This design comes from an exercise in tuning for small area, a short achievable clock period and few clock cycles on the open sky130 flow, not from production work. Function was not checked in any run shown here: the RTL went through the layout flow alone. Power figures rest on the tool's default switching activity, not on a simulated workload.

===== flow/config.mk =====
export PLATFORM = sky130hd
export DESIGN_NAME = netflow_v5_packet_builder_core
export DESIGN_NICKNAME = netflow_v5_packet_builder_core
export VERILOG_FILES = /design/flow/design.v
export SDC_FILE = /design/flow/constraint.sdc
export NUM_CORES = 4
export LEC_CHECK = 0
export CAP_MARGIN = 20
export CORE_MARGIN = 2
export CORE_UTILIZATION = 40
export PLACE_DENSITY = 0.6
export SLEW_MARGIN = 20

===== flow/design.v =====
`timescale 1ns / 1ps
`default_nettype none
package nfv5_pkg;
	localparam logic [15:0] NF_VERSION = 16'd5;
	localparam int unsigned HDR_WORDS = 6;
	localparam int unsigned REC_WORDS = 12;
	localparam int unsigned DIV1000_MUL_W = 29;
	localparam logic [DIV1000_MUL_W-1:0] DIV1000_MUL = 29'd274877907;
	localparam int unsigned DIV1000_SHIFT = 38;
	localparam int unsigned MS_Q_W = 23;
	localparam logic [31:0] K1000 = 32'd1000;
	typedef struct packed {
		logic [31:0] src_ip;
		logic [31:0] dst_ip;
		logic [31:0] packet_count;
		logic [31:0] byte_count;
		logic [31:0] ms_first;
		logic [31:0] ms_last;
		logic [31:0] epoch_secs;
		logic [31:0] epoch_nsecs;
		logic [15:0] src_port;
		logic [15:0] dst_port;
		logic [7:0]  tcp_flag_bits;
		logic [7:0]  protocol;
		logic        end_of_batch;
	} flow_ms_t;
endpackage
`default_nettype wire
`timescale 1ns / 1ps
`default_nettype none
module netflow_v5_packet_builder_core #(
	parameter int unsigned RECORDS_PER_PACKET = 30
) (
	input  logic        clk,
	input  logic        arst_n,
	input  logic        flow_valid,
	output logic        flow_ready,
	input  logic [31:0] flow_src_ip,
	input  logic [31:0] flow_dst_ip,
	input  logic [31:0] flow_packet_count,
	input  logic [31:0] flow_byte_count,
	input  logic [63:0] flow_first_seen,
	input  logic [63:0] flow_last_seen,
	input  logic [15:0] flow_src_port,
	input  logic [15:0] flow_dst_port,
	input  logic [7:0]  flow_tcp_flag_bits,
	input  logic [7:0]  flow_protocol,
	input  logic        flow_end_of_batch,
	output logic        words_valid,
	input  logic        words_ready,
	output logic [8:0]  words_word_index,
	output logic [31:0] words_data_word,
	output logic        words_last_of_packet
);
	function automatic logic [8:0] div125_r4(input logic [6:0] r, input logic [1:0] d);
		logic [9:0] x, x1, x2, x3;
		logic [1:0] q;
		logic [6:0] ro;
		x  = {1'b0, r, d};
		x1 = x - 10'd125;
		x2 = x - 10'd250;
		x3 = x - 10'd375;
		if (!x3[9]) begin
			q  = 2'd3;
			ro = x3[6:0];
		end else if (!x2[9]) begin
			q  = 2'd2;
			ro = x2[6:0];
		end else if (!x1[9]) begin
			q  = 2'd1;
			ro = x1[6:0];
		end else begin
			q  = 2'd0;
			ro = x[6:0];
		end
		div125_r4 = {q, ro};
	endfunction
	logic [31:0] r_src, r_dst, r_pc, r_bc, r_ports;
	logic [7:0]  r_flags, r_proto;
	logic [31:0] sf, sl;            
	logic [23:0] uf, ul;            
	logic [6:0]  rf, rl;            
	logic [31:0] base_q, seq_q, h_up, h_secs, h_ns;
	logic [4:0]  cnt_q, hcnt_q;
	logic        opn_q;             
	logic [8:1]  k_q;
	logic        c_b0, c_opn;       
	logic        fr_q, nb_q, nclose_q, pend_q, pend_close_q, wrap_q;
	logic [4:0]  np_q;              
	logic        ov_q, olast_q;
	logic [8:0]  oidx_q;
	logic [31:0] od_q;
	logic       take, close_in;
	logic [4:0] cnt_in;
	assign take     = flow_valid && fr_q;
	assign cnt_in   = opn_q ? 5'd1 : cnt_q + 5'd1;
	assign close_in = (cnt_in == 5'(RECORDS_PER_PACKET)) || flow_end_of_batch;
	logic        k_div, k_mul, k_idle;
	logic [8:0]  f1, f2, l1, l2;
	logic [31:0] qf, ql;
	logic [31:0] f_a, f_b, f_sum, l_a, l_b, l_sum;
	logic        f_ci, l_ci;
	assign k_div  = |k_q[6:1];
	assign k_mul  = |k_q[3:1];
	assign k_idle = !(|k_q);
	assign f1 = div125_r4(rf, uf[23:22]);
	assign f2 = div125_r4(f1[6:0], uf[21:20]);
	assign l1 = div125_r4(rl, ul[23:22]);
	assign l2 = div125_r4(l1[6:0], ul[21:20]);
	assign qf = {8'd0, uf};
	assign ql = {8'd0, ul};
	always_comb begin
		f_a  = sf;
		f_b  = qf;
		f_ci = 1'b0;
		l_a  = sl;
		l_b  = ql;
		l_ci = 1'b0;
		if (k_mul) begin
			f_b = sf << 2;
			l_b = sl << 2;
		end else if (k_q[4]) begin
			f_a  = sf << 3;
			f_b  = c_b0 ? 32'd0 : ~base_q;
			f_ci = !c_b0;
			l_a  = sl << 3;
			l_b  = c_b0 ? ~(sf << 3) : ~base_q;
			l_ci = 1'b1;
		end else if (k_q[8]) begin
			l_b  = c_b0 ? ~qf : 32'hffffffff;
			l_ci = 1'b1;
		end
	end
	assign f_sum = f_a + f_b + 32'(f_ci);
	assign l_sum = l_a + l_b + 32'(l_ci);
	logic adv, avail, load, last_np;
	assign adv     = !ov_q || words_ready;
	assign avail   = (np_q == 5'd6) ? (k_q[8] || k_idle) :
	                 (np_q == 5'd7) ? k_idle : 1'b1;
	assign load    = adv && nb_q && avail;
	assign last_np = nclose_q ? (np_q == 5'd17) : (np_q == 5'd11);
	logic       nb_n, nclose_n, pend_n, pend_close_n, fr_n;
	logic [4:0] np_n;
	always_comb begin
		nb_n         = nb_q;
		nclose_n     = nclose_q;
		pend_n       = pend_q;
		pend_close_n = pend_close_q;
		np_n         = np_q;
		if (take) begin
			pend_n       = 1'b1;
			pend_close_n = close_in;
		end
		if (load) begin
			np_n = np_q + 5'd1;
			if (last_np) nb_n = 1'b0;
		end
		if (!nb_n && pend_n) begin
			nb_n     = 1'b1;
			np_n     = 5'd0;
			nclose_n = pend_close_n;
			pend_n   = 1'b0;
		end
		fr_n = !pend_n && (!nb_n || (nclose_n ? (np_n >= 5'd16) : (np_n >= 5'd10)));
	end
	logic [31:0] word;
	always_comb begin
		case (np_q)
			5'd0:    word = r_src;
			5'd1:    word = r_dst;
			5'd4:    word = r_pc;
			5'd5:    word = r_bc;
			5'd6:    word = (sf > sl) ? sl : sf;
			5'd7:    word = sl;
			5'd8:    word = r_ports;
			5'd9:    word = {8'h00, r_flags, r_proto, 8'h00};
			5'd12:   word = {16'd5, 11'd0, cnt_q};
			5'd13:   word = h_up;
			5'd14:   word = h_secs;
			5'd15:   word = h_ns;
			5'd16:   word = seq_q;
			default: word = 32'd0;
		endcase
	end
	always_ff @(posedge clk or negedge arst_n) begin
		if (!arst_n) begin
			fr_q         <= 1'b1;
			nb_q         <= 1'b0;
			nclose_q     <= 1'b0;
			pend_q       <= 1'b0;
			pend_close_q <= 1'b0;
			np_q         <= 5'd0;
			wrap_q       <= 1'b0;
			ov_q         <= 1'b0;
			oidx_q       <= 9'd5;
			k_q          <= '0;
			opn_q        <= 1'b1;
			cnt_q        <= 5'd0;
			hcnt_q       <= 5'd0;
			base_q       <= 32'd0;
			seq_q        <= 32'd0;
		end else begin
			fr_q         <= fr_n;
			nb_q         <= nb_n;
			nclose_q     <= nclose_n;
			pend_q       <= pend_n;
			pend_close_q <= pend_close_n;
			np_q         <= np_n;
			if (adv) ov_q <= load;
			if (load) begin
				oidx_q <= wrap_q ? 9'd0 : oidx_q + 9'd1;
				wrap_q <= nclose_q && (np_q == 5'd11);
				if (np_q == 5'd12) hcnt_q <= cnt_q;
				if (np_q == 5'd16) seq_q <= seq_q + 32'(hcnt_q);
			end
			k_q <= {k_q[7:1], take};
			if (take) begin
				opn_q <= close_in;
				cnt_q <= cnt_in;
			end
			if (k_q[7] && c_b0) base_q <= f_sum;
		end
	end
	always_ff @(posedge clk) begin
		if (adv) begin
			od_q    <= word;
			olast_q <= (np_q == 5'd17);
		end
		if (fr_q) begin
			r_src   <= flow_src_ip;
			r_dst   <= flow_dst_ip;
			r_pc    <= flow_packet_count;
			r_bc    <= flow_byte_count;
			r_ports <= {flow_src_port, flow_dst_port};
			r_flags <= flow_tcp_flag_bits;
			r_proto <= flow_protocol;
			sf      <= flow_first_seen[63:32];
			sl      <= flow_last_seen[63:32];
			uf      <= flow_first_seen[26:3];
			ul      <= flow_last_seen[26:3];
			rf      <= {2'd0, flow_first_seen[31:27]};
			rl      <= {2'd0, flow_last_seen[31:27]};
			c_b0    <= (base_q == 32'd0);
			c_opn   <= opn_q;
			if (opn_q) begin
				h_secs <= flow_last_seen[63:32];
				h_ns   <= flow_last_seen[31:0];
			end
		end else begin
			if (k_div) begin
				uf <= {uf[19:0], f1[8:7], f2[8:7]};
				rf <= f2[6:0];
				ul <= {ul[19:0], l1[8:7], l2[8:7]};
				rl <= l2[6:0];
			end
			if (k_mul || k_q[4] || k_q[7]) sf <= (k_q[7] && c_b0) ? 32'd0 : f_sum;
			if (k_mul || k_q[4] || k_q[7] || k_q[8]) sl <= l_sum;
			if (c_opn && k_mul) h_ns <= h_ns + (h_ns << 2);
			if (c_opn && k_q[4]) h_ns <= h_ns << 3;
			if (c_opn && k_q[8]) h_up <= l_sum;
		end
	end
	assign flow_ready           = fr_q;
	assign words_valid          = ov_q;
	assign words_word_index     = oidx_q;
	assign words_data_word      = od_q;
	assign words_last_of_packet = olast_q;
endmodule
`default_nettype wire

===== flow/constraint.sdc =====
create_clock -name core_clock -period 10.0 [get_ports {clk}]
set_input_delay 2.0000 -clock core_clock [delete_from_list [all_inputs] [get_ports {clk}]]
set_output_delay 2.0000 -clock core_clock [all_outputs]
set_load 0.01 [all_outputs]

===== flow/run.sh =====
#!/bin/bash
# synth_recipe.tcl (not shown) runs the flow's synth.tcl, then flattens the netlist and writes it again
# the make line also repeats each setting of config.mk as NAME=value (left out here)
make -C /OpenROAD-flow-scripts/flow DESIGN_CONFIG=/design/flow/config.mk WORK_HOME=/design/flow/orfs CLKGATE_MAP_FILE= SYNTH_SCRIPT=/design/flow/synth_recipe.tcl finish

==> impl_results.md, run 1 <==
- Largest net degree at the start of global routing: 150
- Crit path max-delay family: compound AO/OA/AOI/OAI gates
- Worst-Skew Late Latency: 0.67 ns
- RSZ-0062 raised after global routing: no
- Final hold vios: 0
- End of the worst hold path: k_q[6]
- WS Path Type: reg2reg
- CP Cell Sequence: nor3_2 -> buf_4 -> and2_2 -> nand2b_1 -> o22ai_1 -> a211oi_1 -> ha_1 -> a21o_1 -> a21oi_1 -> o21ai_0 -> a211o_1 -> a31oi_1 -> o22ai_1 -> o41ai_2 -> o2111ai_1 -> xor2_1 -> mux2_2
- Status: finished clean
- Max-Cap Viols: 0
- Crit-path most repeated cell: o22ai_1
- R2R setup slack: 3.87 ns
- CTS-repair resized insts: 0
- Worst-path fanout max: 54
- Seq/Total Area, Yosys: 0.497
- Cell variety after synth: 105
- Combinational share of power: 0.562
- Ys async rst share: 0.194
- Iteration-0 DRC Markers: 2821
- Post-synth top area share: 0.411
- Avg Cell Area, Syn: between 10 and 15 µm²
- Pre-antenna DRT Iters: 7
- Die Ht: between 200 and 300 µm
- CP required: 10.41 ns
- Synth-to-Final Area Change: 21.0%
- Beginning of the critical path: k_q[2]
- Synth Net Count: 3437
- Commonest cells post-synth: edfxtp_1 (429), nand2_1 (398), o21ai_0 (191)
- Post-CTS Setup Bufs: 0
- RePlAce Congestion: 0.945
- Via count: 26400
- Clock Path Buffers: 3
- Die area: around 0.081 mm²
- Post-Syn Instances: 2969
- Ys flop type: edfxtp_1
- Clock share of power: 0.140
- FF-to-FF End: sl[28]
- Final period utilization: 0.613
- Post-Place Worst Slack: 3.94 ns
- Pwr Density: roughly 430 mW/mm²
- Die X-Extent: about 280 µm
- P_leak: 14.6 nW
- Clock sink count: 537
- Total routing usage reported by global routing: 0.287
- Final Worst Setup Slack: 3.87 ns
- Routed length per instance: 27.2 µm
- Warnings from Yosys: 1
- Initial Utilization: 0.404
- Peak VDD IR: 0.232 mV
- Slew Viols, Final: 0
- Largest cells by area after synthesis: edfxtp_1 (41%), dfrtp_1 (8.0%), ha_1 (6.1%)
- Initial antenna violation count: 6
- Worst Path Buf+Inv: 1
- Total CTS buffers: between 60 and 70
- Post-synth top area cell: edfxtp_1
- Cell count after placement: 4246
- CP endpoint kind: flop
- Placed inst area: 0.0358 mm²
- Post-route DRC: 0
- Worst hold path class: reg2reg
- Min-Delay Startpoint: k_q[5]
- Routed Antenna Nets: 0
- CTS H-tree depth: 2
- Worst flop-to-flop path startpoint: k_q[2]
- CTS tree: yes
- Time the worst path needs with I/O delays and setup: 6.13 ns
- WL final: 119 mm
- Flops & latches, synth: 537
- Hold Path Cell Cnt: 0
- Vias per inst: 6.04
- Psw: 0.00753 W
- Critical path data arrival time: 6.54 ns
- Final setup viols: 0
- Post-Layout Inst Area: 0.0379 mm²
- Peak Freq: 0.163 GHz
- Slew @ Worst Pin: 1.05 ns
- Post-synth EDFFs: 429
- Setup Skew: 0.0412 ns
- Slew margin rel.: 0.300
- # nets final: between 3000 and 4000
- Setup tns final: 0 ns
- Worst Reg-to-Reg Cells: 17
- # rows: 102
- Number of global-route vias before repair: 25900
- Post-DP HPWL: about 90 mm
- Core ar.: 0.0775 mm²
- Worst stage delay on the critical path: 0.59 ns
- Switching share of total power: 0.462
- Post-synthesis cell area: 0.0313 mm²
- Root Buffer: clkbuf_16
- Final Core Density: 0.489
- Post-Layout Cell Count: 4366
- Clock slew at reported path FFs: 0.06 ns
- # IOs: 353
- Post-cts hold buffer count: 0
- Most frequent cell after synthesis: edfxtp_1
- IO buf count: 349
- Sequential group share of total power: 0.298
- Pint: 0.00876 W
- Share of layout cells above drive strength 1: 0.0846
- Total grt overflow: 0
- Crit start category: flop
- Global-route wire length before repair: 174 mm
- Critical path's slowest cell: and2_2
[registers in the layout (all words and copies together) (netlist names), 8 cells and up]
register  flops
r_ports      32
k_q           8
h_up         32
od_q         32
ul           24
r_pc         32
sl           32
r_src        32
h_secs       32
r_bc         32
h_ns         32
r_proto       8
sf           32
r_dst        32
seq_q        32
oidx_q        9
r_flags       8
base_q       32
uf           24
[layout make-up]
cell class | instances | area [µm²]
tap | 1040 | 1300
clock buffer | 84 | 1650
multi-input combinational | 2159 | 14700
fill | 7030 | 39600
timing repair buffer | 383 | 3760
sequential | 537 | 15600
inverter | 127 | 477
antenna | 4 | 10.0
clock inverter | 32 | 379
[layout by cell type, fill, tap and decap left out, types with 21 or more instances in the layout]
cell,count
a222oi_1,32
nor2_1,153
clkdlybuf4s50_1,348
buf_4,34
xnor2_1,88
a21oi_1,175
nand2b_1,25
a22o_1,57
inv_1,124
o21ai_0,191
a211oi_1,62
edfxtp_1,429
dfrtp_1,99
o221ai_1,25
nand3_1,65
xor2_1,43
a21o_1,58
a31oi_1,21
a22oi_1,45
nand4_1,26
nand2_1,398
clkbuf_16,61
ha_1,153
a221oi_1,30
nor3_1,26
mux2i_1,60
and3_1,29
mux2_2,86
o21a_1,43
[cell families after synthesis]
family	share of synthesized area
adder cells (fa/ha/maj)	0.0650
flip-flops	0.497
buffers and inverters	0.0341
XOR/XNOR	0.0366
AND/OR/NAND/NOR	0.122
multiplexers	0.0501
AO/OA/AOI/OAI	0.195
[power by group through the flow]
stage / logic (W) / registers [W] / clock network, W
after floorplan: 0.00642 / 0.00431 / 0
after global placement: 0.00878 / 0.00483 / 0
after detailed placement: 0.00896 / 0.00484 / 0
after CTS: 0.00902 / 0.00480 / 0.00231
after global routing: 0.00998 / 0.00490 / 0.00240
final: 0.00916 / 0.00485 / 0.00229
[per-layer routing]
layer,track usage,wire [µm],vias up
li1,-,-,11800
met1,0.397,50000,13100
met2,0.463,54500,1273
met3,0.0519,10900,156
met4,0.0787,3330,4
met5,0,24,-
[through the flow]
stage	total power, W	hold slack [ns]
floorplan	0.0107	0.367
global placement	0.0136	0.396
detailed placement	0.0138	0.411
CTS	0.0161	0.425
global route	0.0173	0.444
finish	0.0163	0.427
[worst max path at each step]
stage	end	depth (start not counted)
2_1_floorplan	h_ns[10]	6
3_3_place_gp	sl[28]	17
3_5_place_dp	sl[28]	14
4_1_cts	sl[28]	14
5_1_grt	sl[28]	17
6_report	sl[28]	17
==> run 2: changes to the inputs <==
--- a/flow/config.mk
+++ b/flow/config.mk
@@ -9,4 +9,5 @@
 export CORE_MARGIN = 2
 export CORE_UTILIZATION = 40
 export PLACE_DENSITY = 0.6
+export SETUP_SLACK_MARGIN = 5
 export SLEW_MARGIN = 20
==> run 2 against run 1 <==
Total power rose by 1.3%. Die area did not move. Non-clock buffer count rose by 6. Still clean on timing, DRC and antenna. Largest power group unchanged. Flip-flop and latch count did not move. First-iteration DRC count rose by 6.0%. Critical endpoint unchanged. Register-to-register slack improved by 1.2 ns. Worst hold slack improved by 0.0029 ns. Clock power rose by 8%. Critical path depth fell by 2. Synthesized area did not move. Final cell count rose by 0.34%. Via count rose by 0.14%.
==> impl_results.md, run 2 <==
- CTS H-tree depth: 2 (unchanged)
- Clock sink count: 537 (unchanged)
- Most common cell after layout, fill and taps aside: edfxtp_1 (unchanged)
- Final hold vios: 0 (unchanged)
- IO buf count: 349 (unchanged)
- Post-synth top area share: 0.411 (unchanged)
- Cell variety after synth: 105 (unchanged)
- Slew @ Worst Pin: 1.09 ns (was 1.05 ns)
- Filler Cells Inserted: 7055 (was 7030)
- Critical path data arrival time: 5.35 ns (was 6.54 ns)
- WS Path Type: reg2reg (unchanged)
- Total CTS buffers: 61 (unchanged)
- Number of global-route vias before repair: 25700 (was 25900)
- Die X-Extent: 284 µm (unchanged)
- Final setup viols: 0 (unchanged)
- Setup Skew: 0.0516 ns (was 0.0412 ns)
- Seq/Total Area, Yosys: 0.497 (unchanged)
- Final period utilization: 0.495 (was 0.613)
- Area of the multi-input gates: 0.0148 mm² (was 0.0147 mm²)
- Post-Layout Cell Count: 4381 (was 4366)
- Routed Antenna Nets: 0 (unchanged)
- Core ar.: 0.0775 mm² (unchanged)
- Post-Syn Instances: 2969 (unchanged)
- Die Ht: 284 µm (unchanged)
- Clock Path Buffers: 3 (unchanged)
- Worst-Skew Late Latency: 0.68 ns (was 0.67 ns)
- P_leak: 14.7 nW (was 14.6 nW)
- Commonest cells post-synth: edfxtp_1 (429), nand2_1 (398), o21ai_0 (191) (unchanged)
- Warnings from Yosys: 1 (unchanged)
- Synth Net Count: 3437 (unchanged)
- Ys async rst share: 0.194 (unchanged)
- Final Core Density: 0.494 (was 0.489)
- Initial antenna violation count: 19 (was 6)
- RSZ-0062 raised after global routing: yes (was no)
- Power, Total: 0.0165 W (was 0.0163 W)
- Peak Freq: 0.202 GHz (was 0.163 GHz)
- Post-synth top area cell: edfxtp_1 (unchanged)
- # IOs: 353 (unchanged)
- Most frequent cells in the layout: edfxtp_1 (429), nand2_1 (398), clkdlybuf4s50_1 (348) (unchanged)
- Largest cells by area after synthesis: edfxtp_1 (41%), dfrtp_1 (8.0%), ha_1 (6.1%) (unchanged)
- Crit start category: flop (unchanged)
- Pre-antenna DRT Iters: 7 (unchanged)
- Clock slew at reported path FFs: 0.06 ns (about the same)
- Routed length per instance: 26.9 µm (was 27.2 µm)
- Slew Viols, Final: 0 (unchanged)
- Worst hold path class: reg2reg (unchanged)
- RePlAce Congestion: 0.929 (was 0.945)
- Largest net degree at the start of global routing: 89 (was 150)
- Pwr Density: 432 mW/mm² (was 430 mW/mm²)
- Die area: 0.0806 mm² (unchanged)
- # nets final: 3744 (was 3737)
- Post-route DRC: 0 (unchanged)
- WL final: 118 mm (was 119 mm)
- CTS tree: yes (unchanged)
- Flops & latches, synth: 537 (unchanged)
- Post-synthesis cell area: 0.0313 mm² (unchanged)
- Slew margin rel.: 0.271 (was 0.300)
- Cell count after placement: 4247 (was 4246)
- Time the worst path needs with I/O delays and setup: 4.95 ns (was 6.13 ns)
- Max-Cap Viols: 0 (unchanged)
- Worst-path fanout max: 21 (was 54)
- # rows: 102 (unchanged)
- Most frequent cell after synthesis: edfxtp_1 (unchanged)
- Area occupied by registers: 0.0156 mm² (about the same)
- Global-route wire length before repair: 170 mm (was 174 mm)
- Iteration-0 DRC Markers: 2991 (was 2821)
- Initial Utilization: 0.404 (unchanged)
- Peak VDD IR: 0.200 mV (was 0.232 mV)
- Synth-to-Final Area Change: 22.2% (was 21.0%)
- Ys flop type: edfxtp_1 (unchanged)
- Total grt overflow: 0 (unchanged)
- Root Buffer: clkbuf_16 (unchanged)
- Total routing usage reported by global routing: 0.282 (was 0.287)
- Post-synth EDFFs: 429 (unchanged)
- CP endpoint kind: flop (unchanged)
- Vias per inst: 6.03 (was 6.04)
- Status: finished clean (unchanged)
- Via count: 26400 (about the same)
- CP required: 10.40 ns (was 10.41 ns)
- Share of layout cells above drive strength 1: 0.0904 (was 0.0846)
- Avg Cell Area, Syn: 10.5 µm² (unchanged)
- Post-DP HPWL: 89.2 mm (was 90.2 mm)
- Setup tns final: 0 ns (unchanged)
==> run 2: worst max-delay path, cell delays in order (launching register included) <==
cell	delay, ns
dfrtp_1	0.43
or3_4	0.55
nor2_2	0.27
and3_4	0.35
a211oi_1	0.11
ha_1	0.33
o21a_1	0.22
o21a_1	0.22
o2111a_1	0.25
a211o_1	0.37
a31oi_4	0.23
o22ai_1	0.22
o41ai_4	0.44
o2111ai_1	0.21
xor2_1	0.20
mux2_2	0.28
==> run 2: power breakdown <==
part	internal (W)	total [W]	leakage, nW	switching, W
Clock	0.00149	0.00247	1.06	0.000981
Sequential	0.00379	0.00485	5.45	0.00107
Combinational	0.00373	0.00919	8.23	0.00546
==> run 2: kinds of logic after synthesis <==
family | Yosys count | synth area share
xor+xnor | 131 | 0.0366
flops | 537 | 0.497
mux | 146 | 0.0501
fa+ha+maj | 159 | 0.0650
simple gates | 836 | 0.122
compound gates | 887 | 0.195
buf+inv | 273 | 0.0341
==> run 2: per-layer routing <==
metal | GRT usage | vias up | share of wire
met5 | 0 | - | 0.00078
met3 | 0.0686 | 216 | 0.099
met4 | 0.107 | 14 | 0.037
li1 | - | 11800 | -
met2 | 0.443 | 1311 | 0.45
met1 | 0.376 | 13000 | 0.41
==> run 2: what timing repair did <==
item | in CTS | in global routing
pin swaps | 0 | 3
hold buffers | 0 | 0
endpoints found under the setup margin | 51 | 21
gates cloned | 0 | 2
setup buffers | 1 | 3
gates resized for setup | 20 | 15
==> run 2: final cells by class <==
| cell class | count | share of cell area |
|---|---|---|
| Timing Repair Buffer | 389 | 0.101 |
| Tap cell | 1040 | 0.0340 |
| Inverter | 127 | 0.0125 |
| Clock buffer | 82 | 0.0441 |
| Clock inverter | 34 | 0.0136 |
| Antenna cell | 12 | 0.000785 |
| Multi-Input combinational cell | 2160 | 0.387 |
| Sequential cell | 537 | 0.407 |
==> run 2: path summary, 6_finish.rpt <==
check | from | cells after the start | end | slack (ns)
min | k_q[5] | 0 | k_q[6] | 0.43
max reg2reg | k_q[2] | 15 | sl[28] | 5.05
min in group asynchronous | arst_n | 1 | oidx_q[8] | 1.42
max | k_q[2] | 15 | sl[28] | 5.05
min reg2reg | k_q[5] | 0 | k_q[6] | 0.43
max in group asynchronous | arst_n | 2 | k_q[4] | 7.09
==> run 2: through the flow <==
| step | hold slack [ns] | instance area (µm²) | setup slack, ns |
|---|---|---|---|
| floorplan | 0.367 | 31300 | 5.08 |
| global placement | 0.397 | 35800 | 4.15 |
| detailed placement | 0.411 | 35800 | 4.10 |
| CTS | 0.430 | 38100 | 4.99 |
| global route | 0.444 | 38300 | 4.95 |
| finish | 0.430 | 38300 | 5.05 |

## separate check: timing with driven ports
How much do the figures lean on ideal ports? The routed layouts below were timed once more, with nothing changed but the port constraints. Step 1, drivers: a clkbuf_16 drives clk and a buf_2 each remaining input, both assumed. Step 2 also shifts input and output timing later by t, the mid clock arrival at the registers, as if the neighbouring blocks saw the same clock. a / b / c = ideal ports / drivers / drivers and shift; a / b = the first two.
| run | t (ns) | setup slack, ns | worst slew at a driven data input, ns |
|---|---|---|---|
| run 1 | 0.711 | 3.873 / 3.873 / 3.873 | 0.17 |
| run 2 | 0.716 | 5.047 / 5.047 / 5.047 | 0.14 |
After both steps every run listed still meets setup and hold.
